From an optimization exercise on the open Yosys and OpenROAD flow, aimed at small area; shortcuts taken in it are not production practice. Function was checked by simulation only, so behaviour that the tests miss may differ from the original.

== v38 ==
## aurora_lite_top
module aurora_lite_top (
    input  logic                     clk160,
    input  logic                     rst,
    input  logic [1:0]               pattern_sel,
    input  logic [64-1:0] user_word,
    output logic [32-1:0]    tx_data,
    input  logic [32-1:0]    rx_data,
    output logic                     rx_locked,
    output logic [64-1:0] rx_word,
    output logic                     rx_word_valid,
    output logic [32-1:0] ber_cnt
);
==> flow/config.mk <==
export PLATFORM = sky130hd
export DESIGN_NAME = aurora_lite_top
export DESIGN_NICKNAME = aurora_lite_top
export VERILOG_FILES = /design/flow/design.v
export SDC_FILE = /design/flow/constraint.sdc
export NUM_CORES = 4
export LEC_CHECK = 0
export CAP_MARGIN = 0
export CORE_MARGIN = 2
export CORE_UTILIZATION = 50
export SLEW_MARGIN = 0
==> flow/constraint.sdc <==
create_clock -name core_clock -period 10.0 [get_ports {clk160}]
set_input_delay 2.0000 -clock core_clock [delete_from_list [all_inputs] [get_ports {clk160}]]
set_output_delay 2.0000 -clock core_clock [all_outputs]
set_load 0.01 [all_outputs]
standard.sh (not shown) runs the stock make flow with config.mk's settings and CLKGATE_MAP_FILE= SYNTH_SCRIPT=/design/flow/synth_recipe.tcl, a recipe that flattens the netlist after the stock synthesis.
==> flow/flow/run.sh <==
#!/bin/bash
# The standard layout with three changes:
# - synthesis is synth_recipe.tcl unchanged except that abc maps the logic between the
#   registers with flow/abc_area.script, area-oriented mapping (amap -m) with no
#   buffering or sizing in abc, instead of ORFS's speed script; the registers, their names and cells are those of the standard synthesis
# - the port buffers are buf_1 instead of the default delay buffer
# - clock tree synthesis clusters up to 25 sinks within 100 um and adds no dummy loads
# The whole make run is logged to standard_flow.log here; each tool's log is under orfs/logs.
set -euo pipefail
work=$PWD
cat > "$work/area_synth.tcl" <<TCL
proc abc {args} {
  set i [lsearch -exact \$args -script]
  if {\$i >= 0} { lset args [expr {\$i + 1}] {$work/flow/abc_area.script} }
  puts "area_synth.tcl: abc runs with [lindex \$args [expr {\$i + 1}]]"
  yosys abc {*}\$args
}
source {$work/synth_recipe.tcl}
TCL
bash standard.sh \
  "SYNTH_SCRIPT=$work/area_synth.tcl" \
  "BUFFER_PORTS_ARGS=-buffer_cell sky130_fd_sc_hd__buf_1" \
  "CTS_ARGS=-sink_clustering_enable -repair_clock_nets -sink_clustering_size 25 -sink_clustering_max_diameter 100 -dont_use_dummy_load" \
  finish > standard_flow.log 2>&1
==> flow/flow/abc_area.script <==
strash
dc2
dch -f
amap -m
topo
The flow did not stop early for v38: all stages ran, and the layout cleared the timing, design-rule and antenna checks.
What v12 does differently from v38 at the input level:
- swapping 50 for 40 in CORE_UTILIZATION
- swapping 0 for 20 in CAP_MARGIN
- swapping 0 for 20 in SLEW_MARGIN
diff --git a/flow/flow/run.sh b/flow/flow/run.sh
--- a/flow/flow/run.sh
+++ b/flow/flow/run.sh
@@ -2,6 +2,7 @@
 # The standard layout with three changes:
 # - synthesis is synth_recipe.tcl unchanged except that abc maps the logic between the
-#   registers with flow/abc_area.script, area-oriented mapping (amap -m) with no
-#   buffering or sizing in abc, instead of ORFS's speed script; the registers, their names and cells are those of the standard synthesis
+#   registers with flow/abc_area.script, area-oriented mapping (amap) followed by
+#   abc's own buffering and sizing, instead of ORFS's
+#   speed script; the registers, their names and cells are those of the standard synthesis
 # - the port buffers are buf_1 instead of the default delay buffer
 # - clock tree synthesis clusters up to 25 sinks within 100 um and adds no dummy loads
==> flow/flow/abc_area.script <==
strash
dc2
dch -f
amap
topo
stime -c
buffer -c
upsize -c
dnsize -c
--- outcome ---
Comparing v12 and v38, the higher sequential share of layout area was measured on v38.
[compare] base=v38 new=v12: area of the core grew by about 30%; total inserted antenna cells went down; maximum frequency saw an increase; detail-routed net length per standard cell shrank by 3.6%.
Cmp v12 and v38 / global-route usage / lower: v12
Sort v12 and v38 by area overhead of the layout relative to synthesis desc -> top: v38
Cmp v12 vs v38: final instance area higher in v12
### v12 -> v13
diff --git a/flow/flow/run.sh b/flow/flow/run.sh
--- a/flow/flow/run.sh
+++ b/flow/flow/run.sh
@@ -2,5 +2,5 @@
 # The standard layout with three changes:
 # - synthesis is synth_recipe.tcl unchanged except that abc maps the logic between the
-#   registers with flow/abc_area.script, area-oriented mapping (amap) followed by
+#   registers with flow/abc_area.script, area-oriented mapping (amap -m) followed by
 #   abc's own buffering and sizing, instead of ORFS's
 #   speed script; the registers, their names and cells are those of the standard synthesis
==> flow/flow/abc_area.script <==
strash
dc2
dch -f
amap -m
topo
stime -c
buffer -c
upsize -c
dnsize -c
[summary]
Every run in the comparison, v13 and v12, completed the flow with a clean layout. The proportion of cell area spent on the clock network on v13 is in line with that on v12. v13 vs v12: non-clock buffer count up in v13. Starting density of the core: v13 vs v12 — no meaningful difference. Compare v13 and v12 | aggregate routed wire length higher: v12.
## Diff of input files: v21 against v13
diff --git a/flow/flow/run.sh b/flow/flow/run.sh
--- a/flow/flow/run.sh
+++ b/flow/flow/run.sh
@@ -2,7 +2,6 @@
 # The standard layout with three changes:
 # - synthesis is synth_recipe.tcl unchanged except that abc maps the logic between the
-#   registers with flow/abc_area.script, area-oriented mapping (amap -m) followed by
-#   abc's own buffering and sizing, instead of ORFS's
-#   speed script; the registers, their names and cells are those of the standard synthesis
+#   registers with flow/abc_area.script, area-oriented mapping (amap -m) with no
+#   buffering or sizing in abc, instead of ORFS's speed script; the registers, their names and cells are those of the standard synthesis
 # - the port buffers are buf_1 instead of the default delay buffer
 # - clock tree synthesis clusters up to 25 sinks within 100 um and adds no dummy loads
==> flow/flow/abc_area.script <==
strash
dc2
dch -f
amap -m
topo
### Flow results
The setup slack of v21 is smaller than that of v13. Comparing v21 and v13, the higher inserted tap cell count was measured on v13. Floorplan die width came out lower on v21 than on v13. Final cell count shrinks slightly when moving from v13 to v21. Between v21 and v13, flop-to-flop setup slack is lower for v21, v13 comes in above that. Fraction of the cycle the final worst path needs is lower on v13. Relative to v13, wire length has increased by 0.33% in v21. Lower met2 routing resource usage after global routing among v21 and v13: v13. Relative to v13, the wire length of the first global-routing pass of v21 is higher by 0.65%.

[port drivers added, routing unchanged]
Ports are ideal in the flow. The routed layouts listed here were re-timed in OpenROAD.
Step 1, drivers: a clkbuf_16 drives clk160 and a buf_2 each remaining input, both assumed.
Step 2 adds t to the input delays and takes it off the output delays; t is the mean of the earliest and latest rising clock arrival at the registers after step 1. Input paths then give back, and output paths get back, about the clock's delay inside the block.
a / b / c = ideal / step 1 / step 2; a / b = the first two.
| run | t (ns) | setup WS [ns] | worst register clock-pin slew, ns | pins driven straight from the clock port |
|---|---|---|---|---|
| v38 | 0.617 | 1.014 / 1.053 / 0.436 | 0.11 / 0.11 | 1 |
| v12 | 0.629 | 1.168 / 1.168 / 1.168 | 0.11 / 0.11 | 1 |
| v13 | 0.612 | 1.216 / 1.216 / 1.216 | 0.11 / 0.11 | 1 |
| v21 | 0.631 | 0.984 / 1.023 / 0.392 | 0.11 / 0.11 | 1 |
After both steps setup and hold are still met in every run listed. For v21, which loses most, drivers alone change the setup slack by +0.039 ns; drivers and shift together by -0.592 ns.
